Background: an optimization exercise with open tools, aiming at small area, a short achievable clock period and few clock cycles per item. Do not read the settings as production practice.
RTL that was checked went through simulation tests only; none was proved equivalent to the original.

==> inputs of run a <==
==> flow/design.v <==
package inv_salsa20_core_pkg;
  typedef logic [31:0] word_t;
  localparam int ROT_A = 18;
  localparam int ROT_D = 13;
  localparam int ROT_C = 9;
  localparam int ROT_B = 7;
  localparam logic [63:0] ROW_IDX = {4'd14, 4'd13, 4'd12, 4'd15, 4'd9, 4'd8, 4'd11, 4'd10,
                                          4'd4, 4'd7, 4'd6, 4'd5, 4'd3, 4'd2, 4'd1, 4'd0};
  localparam logic [63:0] COL_IDX = {4'd11, 4'd7, 4'd3, 4'd15, 4'd6, 4'd2, 4'd14, 4'd10,
                                          4'd1, 4'd13, 4'd9, 4'd5, 4'd12, 4'd8, 4'd4, 4'd0};
  function automatic [3:0] row_idx(input integer j);
    row_idx = ROW_IDX[4*j +: 4];
  endfunction
  function automatic [3:0] col_idx(input integer j);
    col_idx = COL_IDX[4*j +: 4];
  endfunction
  function automatic [31:0] rotl(input [31:0] x, input integer n);
    rotl = (x << n) | (x >> (32 - n));
  endfunction
  function automatic [31:0] add(input [31:0] x, input [31:0] y);
    logic [31:0] g, p, gn, pn;
    g = x & y;
    p = x ^ y;
    for (int s = 1; s < 32; s = s * 2) begin
      gn = g;
      pn = p;
      for (int i = 0; i < 32; i++)
        if ((i & s) != 0) begin
          gn[i] = g[i] | (p[i] & g[(i & ~(s - 1)) - 1]);
          pn[i] = p[i] & p[(i & ~(s - 1)) - 1];
        end
      g = gn;
      p = pn;
    end
    add = (x ^ y) ^ {g[30:0], 1'b0};
  endfunction
endpackage
module inv_qr_lo
(
  input  logic [31:0] i_a,
  input  logic [31:0] i_b,
  input  logic [31:0] i_c,
  input  logic [31:0] i_d,
  output logic [31:0] o_a,
  output logic [31:0] o_d
);
  assign o_a = i_a ^ inv_salsa20_core_pkg::rotl(inv_salsa20_core_pkg::add(i_d, i_c), inv_salsa20_core_pkg::ROT_A);
  assign o_d = i_d ^ inv_salsa20_core_pkg::rotl(inv_salsa20_core_pkg::add(i_c, i_b), inv_salsa20_core_pkg::ROT_D);
endmodule
module inv_qr_hi
(
  input  logic        i_en,
  input  logic [31:0] i_a,
  input  logic [31:0] i_b,
  input  logic [31:0] i_c,
  input  logic [31:0] i_d,
  output logic [31:0] o_b,
  output logic [31:0] o_c
);
  logic [31:0] w_sc, w_sb;
  assign w_sc = inv_salsa20_core_pkg::add(i_b, i_a) & {32{i_en}};
  assign w_sb = inv_salsa20_core_pkg::add(i_a, i_d) & {32{i_en}};
  assign o_c = i_c ^ inv_salsa20_core_pkg::rotl(w_sc, inv_salsa20_core_pkg::ROT_C);
  assign o_b = i_b ^ inv_salsa20_core_pkg::rotl(w_sb, inv_salsa20_core_pkg::ROT_B);
endmodule
module inv_salsa20_core
#(
  parameter int ROUNDS = 20
) (
  input  logic         clk,
  input  logic         rst_n,
  input  logic         in_valid,
  output logic         in_ready,
  input  logic [511:0] data_in,
  output logic         out_valid,
  input  logic         out_ready,
  output logic [511:0] data_out,
  output logic         busy
);
  logic [15:0][31:0] r_s0, r_s1;
  logic [15:0][31:0] w_q0, w_lo, w_q1, w_hi, w_din;
  logic [4:0]        r_c0, r_c1;
  logic              r_v0, r_d0, r_v1, r_raw1, r_rdy, r_busy;
  logic [4:0]        n_c0, n_c1;
  logic              n_v0, n_d0, n_v1, n_raw1, n_rdy, n_busy;
  logic              w_adv, w_load;
  always_comb begin
    for (int j = 0; j < 16; j++)
      w_q0[j] = r_s0[inv_salsa20_core_pkg::row_idx(j)];
  end
  for (genvar g = 0; g < 4; g++) begin : g_lo
    inv_qr_lo u_lo (
      .i_a(w_q0[4*g+0]), .i_b(w_q0[4*g+1]), .i_c(w_q0[4*g+2]), .i_d(w_q0[4*g+3]),
      .o_a(w_lo[4*g+0]), .o_d(w_lo[4*g+3])
    );
    assign w_lo[4*g+1] = w_q0[4*g+1];
    assign w_lo[4*g+2] = w_q0[4*g+2];
  end
  for (genvar g = 0; g < 4; g++) begin : g_hi
    inv_qr_hi u_hi (
      .i_en(!r_raw1),
      .i_a(r_s1[4*g+0]), .i_b(r_s1[4*g+1]), .i_c(r_s1[4*g+2]), .i_d(r_s1[4*g+3]),
      .o_b(w_hi[4*g+1]), .o_c(w_hi[4*g+2])
    );
    assign w_hi[4*g+0] = r_s1[4*g+0];
    assign w_hi[4*g+3] = r_s1[4*g+3];
  end
  always_comb begin
    for (int j = 0; j < 16; j++) begin
      w_q1[4*(inv_salsa20_core_pkg::row_idx(j) % 4) + inv_salsa20_core_pkg::row_idx(j) / 4] = w_hi[j];
      w_din[j] = data_in[32*(4*(inv_salsa20_core_pkg::row_idx(j) % 4) + inv_salsa20_core_pkg::row_idx(j) / 4) +: 32];
    end
  end
  assign w_adv  = !r_d0 || out_ready;
  assign w_load = r_rdy && in_valid;
  always_comb begin
    n_v0   = r_v0;
    n_d0   = r_d0;
    n_c0   = r_c0;
    n_v1   = r_v1;
    n_raw1 = r_raw1;
    n_c1   = r_c1;
    if (w_adv) begin
      n_v0 = r_v1;
      n_c0 = r_raw1 ? 5'd0 : r_c1 + 5'd1;
      n_d0 = r_v1 && !r_raw1 && (r_c1 == 5'(ROUNDS - 1));
    end
    if (w_load) begin
      n_v1   = 1'b1;
      n_raw1 = 1'b1;
    end else if (w_adv) begin
      n_v1   = r_v0 && !r_d0;
      n_raw1 = 1'b0;
      n_c1   = r_c0;
    end else if (r_rdy) begin
      n_v1   = 1'b0;
    end
    n_rdy  = !n_v0 || (n_d0 && !n_v1);
    n_busy = (n_v0 && !n_d0) || n_v1;
  end
  always_ff @(posedge clk or negedge rst_n) begin
    if (!rst_n) begin
      r_v0   <= 1'b0;
      r_d0   <= 1'b0;
      r_c0   <= '0;
      r_v1   <= 1'b0;
      r_raw1 <= 1'b0;
      r_c1   <= '0;
      r_rdy  <= 1'b1;
      r_busy <= 1'b0;
    end else begin
      r_v0   <= n_v0;
      r_d0   <= n_d0;
      r_c0   <= n_c0;
      r_v1   <= n_v1;
      r_raw1 <= n_raw1;
      r_c1   <= n_c1;
      r_rdy  <= n_rdy;
      r_busy <= n_busy;
    end
  end
  always_ff @(posedge clk) begin
    if (w_adv) r_s0 <= w_q1;
    if (r_rdy) r_s1 <= w_din;
    else if (w_adv) r_s1 <= w_lo;
  end
  assign in_ready  = r_rdy;
  assign out_valid = r_d0;
  assign data_out  = r_s0;
  assign busy      = r_busy;
endmodule
==> flow/flow/run.sh <==
#!/bin/bash
set -euo pipefail
export BUFFER_PORTS_ARGS="-buffer_cell sky130_fd_sc_hd__buf_2"
export SETUP_SLACK_MARGIN=${FLOW_SETUP_MARGIN:-7.2}
bash standard.sh > standard_make.log 2>&1
==> flow/standard.sh <==
#!/bin/bash
# synth_recipe.tcl (not shown) runs the flow's synth.tcl, then flattens the netlist and writes it again
# the make line also repeats each setting of config.mk as NAME=value (left out here)
make -C /OpenROAD-flow-scripts/flow DESIGN_CONFIG=/design/flow/config.mk WORK_HOME=/design/flow/orfs CLKGATE_MAP_FILE= SYNTH_SCRIPT=/design/flow/synth_recipe.tcl "${@:-finish}"
==> flow/config.mk <==
export PLATFORM = sky130hd
export DESIGN_NAME = inv_salsa20_core
export DESIGN_NICKNAME = inv_salsa20_core
export VERILOG_FILES = /design/flow/design.v
export SDC_FILE = /design/flow/constraint.sdc
export NUM_CORES = 4
export LEC_CHECK = 0
export CAP_MARGIN = 20
export CORE_MARGIN = 2
export CORE_UTILIZATION = 50
export SLEW_MARGIN = 20
==> flow/constraint.sdc <==
create_clock -name core_clock -period 11.0 [get_ports {clk}]
set_input_delay 2.2000 -clock core_clock [delete_from_list [all_inputs] [get_ports {clk}]]
set_output_delay 2.2000 -clock core_clock [all_outputs]
set_load 0.01 [all_outputs]
==> run b (differences from run a) <==
==> flow/design.v (replaced) <==
package inv_salsa20_core_pkg;
  typedef logic [31:0] word_t;
  localparam int ROT_A = 18;
  localparam int ROT_D = 13;
  localparam int ROT_C = 9;
  localparam int ROT_B = 7;
  localparam logic [63:0] ROW_IDX = {4'd14, 4'd13, 4'd12, 4'd15, 4'd9, 4'd8, 4'd11, 4'd10,
                                          4'd4, 4'd7, 4'd6, 4'd5, 4'd3, 4'd2, 4'd1, 4'd0};
  localparam logic [63:0] COL_IDX = {4'd11, 4'd7, 4'd3, 4'd15, 4'd6, 4'd2, 4'd14, 4'd10,
                                          4'd1, 4'd13, 4'd9, 4'd5, 4'd12, 4'd8, 4'd4, 4'd0};
  function automatic [3:0] row_idx(input integer j);
    row_idx = ROW_IDX[4*j +: 4];
  endfunction
  function automatic [3:0] col_idx(input integer j);
    col_idx = COL_IDX[4*j +: 4];
  endfunction
  function automatic [31:0] rotl(input [31:0] x, input integer n);
    rotl = (x << n) | (x >> (32 - n));
  endfunction
endpackage
module inv_quarter_round
(
  input  logic [31:0] i_a,
  input  logic [31:0] i_b,
  input  logic [31:0] i_c,
  input  logic [31:0] i_d,
  output logic [31:0] o_a,
  output logic [31:0] o_b,
  output logic [31:0] o_c,
  output logic [31:0] o_d
);
  logic [31:0] w_a, w_c, w_d;
  assign w_a = i_a ^ inv_salsa20_core_pkg::rotl(i_d + i_c, inv_salsa20_core_pkg::ROT_A);
  assign w_d = i_d ^ inv_salsa20_core_pkg::rotl(i_c + i_b, inv_salsa20_core_pkg::ROT_D);
  assign w_c = i_c ^ inv_salsa20_core_pkg::rotl(i_b + w_a, inv_salsa20_core_pkg::ROT_C);
  assign o_b = i_b ^ inv_salsa20_core_pkg::rotl(w_a + w_d, inv_salsa20_core_pkg::ROT_B);
  assign o_a = w_a;
  assign o_c = w_c;
  assign o_d = w_d;
endmodule
module inv_salsa20_core
#(
  parameter int ROUNDS = 20
) (
  input  logic         clk,
  input  logic         rst_n,
  input  logic         in_valid,
  output logic         in_ready,
  input  logic [511:0] data_in,
  output logic         out_valid,
  input  logic         out_ready,
  output logic [511:0] data_out,
  output logic         busy
);
  logic [511:0]      r_st;
  logic [4:0]        r_cnt;
  logic              r_full, r_done;
  logic [15:0][31:0] w_cur, w_qi, w_qo, w_nxt;
  logic              w_free, w_load, w_run;
  assign w_cur = r_st;
  always_comb begin
    for (int j = 0; j < 16; j++)
      w_qi[j] = w_cur[inv_salsa20_core_pkg::row_idx(j)];
  end
  for (genvar g = 0; g < 4; g++) begin : g_qr
    inv_quarter_round u_qr (
      .i_a(w_qi[4*g+0]), .i_b(w_qi[4*g+1]), .i_c(w_qi[4*g+2]), .i_d(w_qi[4*g+3]),
      .o_a(w_qo[4*g+0]), .o_b(w_qo[4*g+1]), .o_c(w_qo[4*g+2]), .o_d(w_qo[4*g+3])
    );
  end
  always_comb begin
    for (int j = 0; j < 16; j++)
      w_nxt[4*(inv_salsa20_core_pkg::row_idx(j) % 4) + inv_salsa20_core_pkg::row_idx(j) / 4] = w_qo[j];
  end
  assign w_free = !r_full || (r_done && out_ready);
  assign w_load = w_free && in_valid;
  assign w_run  = r_full && !r_done;
  always_ff @(posedge clk or negedge rst_n) begin
    if (!rst_n) begin
      r_full <= 1'b0;
      r_done <= 1'b0;
      r_cnt  <= '0;
    end else if (w_load) begin
      r_full <= 1'b1;
      r_done <= 1'b0;
      r_cnt  <= '0;
    end else if (w_run) begin
      r_cnt  <= r_cnt + 5'd1;
      r_done <= (r_cnt == 5'(ROUNDS - 1));
    end else if (w_free) begin
      r_full <= 1'b0;
      r_done <= 1'b0;
    end
  end
  always_ff @(posedge clk) begin
    if (w_free) r_st <= data_in;
    else if (w_run) r_st <= w_nxt;
  end
  assign in_ready  = w_free;
  assign out_valid = r_done;
  assign data_out  = r_st;
  assign busy      = w_run;
endmodule
==> flow/flow/run.sh (replaced) <==
#!/bin/bash
set -euo pipefail
export BUFFER_PORTS_ARGS="-buffer_cell sky130_fd_sc_hd__buf_2"
export SETUP_SLACK_MARGIN=${FLOW_SETUP_MARGIN:-6.3}
bash standard.sh > standard_make.log 2>&1
CORE_UTILIZATION = 40   (was 50)
==> run c (differences from run a) <==
--- a/flow/design.v
+++ b/flow/design.v
@@ -17,24 +17,15 @@
   function automatic [31:0] rotl(input [31:0] x, input integer n);
     rotl = (x << n) | (x >> (32 - n));
   endfunction
-  function automatic [31:0] add(input [31:0] x, input [31:0] y);
-    logic [31:0] g, p, gn, pn;
-    g = x & y;
-    p = x ^ y;
-    for (int s = 1; s < 32; s = s * 2) begin
-      gn = g;
-      pn = p;
-      for (int i = 0; i < 32; i++)
-        if ((i & s) != 0) begin
-          gn[i] = g[i] | (p[i] & g[(i & ~(s - 1)) - 1]);
-          pn[i] = p[i] & p[(i & ~(s - 1)) - 1];
-        end
-      g = gn;
-      p = pn;
-    end
-    add = (x ^ y) ^ {g[30:0], 1'b0};
-  endfunction
 endpackage
+module add32
+(
+  input  logic [31:0] i_x,
+  input  logic [31:0] i_y,
+  output logic [31:0] o_s
+);
+  assign o_s = i_x + i_y;
+endmodule
 module inv_qr_lo
 (
   input  logic [31:0] i_a,
@@ -44,8 +35,11 @@
   output logic [31:0] o_a,
   output logic [31:0] o_d
 );
-  assign o_a = i_a ^ inv_salsa20_core_pkg::rotl(inv_salsa20_core_pkg::add(i_d, i_c), inv_salsa20_core_pkg::ROT_A);
-  assign o_d = i_d ^ inv_salsa20_core_pkg::rotl(inv_salsa20_core_pkg::add(i_c, i_b), inv_salsa20_core_pkg::ROT_D);
+  logic [31:0] w_sa, w_sd;
+  add32 u_sa (.i_x(i_d), .i_y(i_c), .o_s(w_sa));
+  add32 u_sd (.i_x(i_c), .i_y(i_b), .o_s(w_sd));
+  assign o_a = i_a ^ inv_salsa20_core_pkg::rotl(w_sa, inv_salsa20_core_pkg::ROT_A);
+  assign o_d = i_d ^ inv_salsa20_core_pkg::rotl(w_sd, inv_salsa20_core_pkg::ROT_D);
 endmodule
 module inv_qr_hi
 (
@@ -57,9 +51,11 @@
   output logic [31:0] o_b,
   output logic [31:0] o_c
 );
-  logic [31:0] w_sc, w_sb;
-  assign w_sc = inv_salsa20_core_pkg::add(i_b, i_a) & {32{i_en}};
-  assign w_sb = inv_salsa20_core_pkg::add(i_a, i_d) & {32{i_en}};
+  logic [31:0] w_sc, w_sb, w_ac, w_ab;
+  add32 u_sc (.i_x(i_b), .i_y(i_a), .o_s(w_ac));
+  add32 u_sb (.i_x(i_a), .i_y(i_d), .o_s(w_ab));
+  assign w_sc = w_ac & {32{i_en}};
+  assign w_sb = w_ab & {32{i_en}};
   assign o_c = i_c ^ inv_salsa20_core_pkg::rotl(w_sc, inv_salsa20_core_pkg::ROT_C);
   assign o_b = i_b ^ inv_salsa20_core_pkg::rotl(w_sb, inv_salsa20_core_pkg::ROT_B);
 endmodule
@@ -80,9 +76,7 @@
   logic [15:0][31:0] r_s0, r_s1;
   logic [15:0][31:0] w_q0, w_lo, w_q1, w_hi, w_din;
   logic [4:0]        r_c0, r_c1;
-  logic              r_v0, r_d0, r_v1, r_raw1, r_rdy, r_busy;
-  logic [4:0]        n_c0, n_c1;
-  logic              n_v0, n_d0, n_v1, n_raw1, n_rdy, n_busy;
+  logic              r_v0, r_d0, r_v1, r_raw1, r_rdy;
   logic              w_adv, w_load;
   always_comb begin
     for (int j = 0; j < 16; j++)
@@ -113,31 +107,6 @@
   end
   assign w_adv  = !r_d0 || out_ready;
   assign w_load = r_rdy && in_valid;
-  always_comb begin
-    n_v0   = r_v0;
-    n_d0   = r_d0;
-    n_c0   = r_c0;
-    n_v1   = r_v1;
-    n_raw1 = r_raw1;
-    n_c1   = r_c1;
-    if (w_adv) begin
-      n_v0 = r_v1;
-      n_c0 = r_raw1 ? 5'd0 : r_c1 + 5'd1;
-      n_d0 = r_v1 && !r_raw1 && (r_c1 == 5'(ROUNDS - 1));
-    end
-    if (w_load) begin
-      n_v1   = 1'b1;
-      n_raw1 = 1'b1;
-    end else if (w_adv) begin
-      n_v1   = r_v0 && !r_d0;
-      n_raw1 = 1'b0;
-      n_c1   = r_c0;
-    end else if (r_rdy) begin
-      n_v1   = 1'b0;
-    end
-    n_rdy  = !n_v0 || (n_d0 && !n_v1);
-    n_busy = (n_v0 && !n_d0) || n_v1;
-  end
   always_ff @(posedge clk or negedge rst_n) begin
     if (!rst_n) begin
       r_v0   <= 1'b0;
@@ -147,16 +116,24 @@
       r_raw1 <= 1'b0;
       r_c1   <= '0;
       r_rdy  <= 1'b1;
-      r_busy <= 1'b0;
     end else begin
-      r_v0   <= n_v0;
-      r_d0   <= n_d0;
-      r_c0   <= n_c0;
-      r_v1   <= n_v1;
-      r_raw1 <= n_raw1;
-      r_c1   <= n_c1;
-      r_rdy  <= n_rdy;
-      r_busy <= n_busy;
+      if (w_adv) begin
+        r_v0 <= r_v1;
+        r_c0 <= r_raw1 ? 5'd0 : r_c1 + 5'd1;
+        r_d0 <= r_v1 && !r_raw1 && (r_c1 == 5'(ROUNDS - 1));
+      end
+      if (w_load) begin
+        r_v1   <= 1'b1;
+        r_raw1 <= 1'b1;
+      end else if (w_adv) begin
+        r_v1   <= r_v0 && !r_d0;
+        r_raw1 <= 1'b0;
+        r_c1   <= r_c0;
+      end else if (r_rdy) begin
+        r_v1   <= 1'b0;
+      end
+      if (w_adv) r_rdy <= !r_v1 || (r_v1 && !r_raw1 && (r_c1 == 5'(ROUNDS - 1)) && !(w_load || (r_v0 && !r_d0)));
+      else       r_rdy <= !(w_load || r_v1);
     end
   end
   always_ff @(posedge clk) begin
@@ -167,5 +144,5 @@
   assign in_ready  = r_rdy;
   assign out_valid = r_d0;
   assign data_out  = r_s0;
-  assign busy      = r_busy;
+  assign busy      = (r_v0 && !r_d0) || r_v1;
 endmodule
CORE_UTILIZATION = 40   (was 50)
SYNTH_HIERARCHICAL = 1   (was default)
SYNTH_MINIMUM_KEEP_SIZE = 0   (was default)
==> comparison <==
Run a produced a clean layout. Run b completed without violations. Run c ran to the end with no violations.
Via count: run c > run b > run a.
Against run b, the global-route usage of run c is lower by 12 points.
Flip-flop and latch count: run b < run c < run a.
Testbench counts of run a, summed over its fixed seeds: cycles 8,264, items 384.
The RTL of run b and run c was laid out without a check of its function.

re-timing with driven ports:
No port has a modelled driver above. Below, the same layouts with a new extraction and two added sets of constraints.
Step 1 assumes that a clkbuf_16 drives the clock port and a buf_2 every other input.
Step 2 times the ports against the registers' clock, not the clock port: input delays grow and output delays shrink by t, the midpoint of the rising clock arrivals with the driver on.
Three values: ideal ports, drivers, drivers and shift; two values: the first two.
| run | shift t [ns] | setup slack, ns | worst data-port slew with drivers (ns) |
|---|---|---|---|
| run a | 0.818 | 7.168 / 7.085 / 6.414 | 0.20 |
| run b | 0.780 | 4.516 / 4.516 / 4.516 | 0.09 |
| run c | 0.893 | 7.058 / 6.967 / 6.407 | 0.32 |
After both steps every run listed still meets setup and hold. The setup slack of run a, which loses most, moves by -0.083 ns with the drivers and by -0.754 ns with both steps.
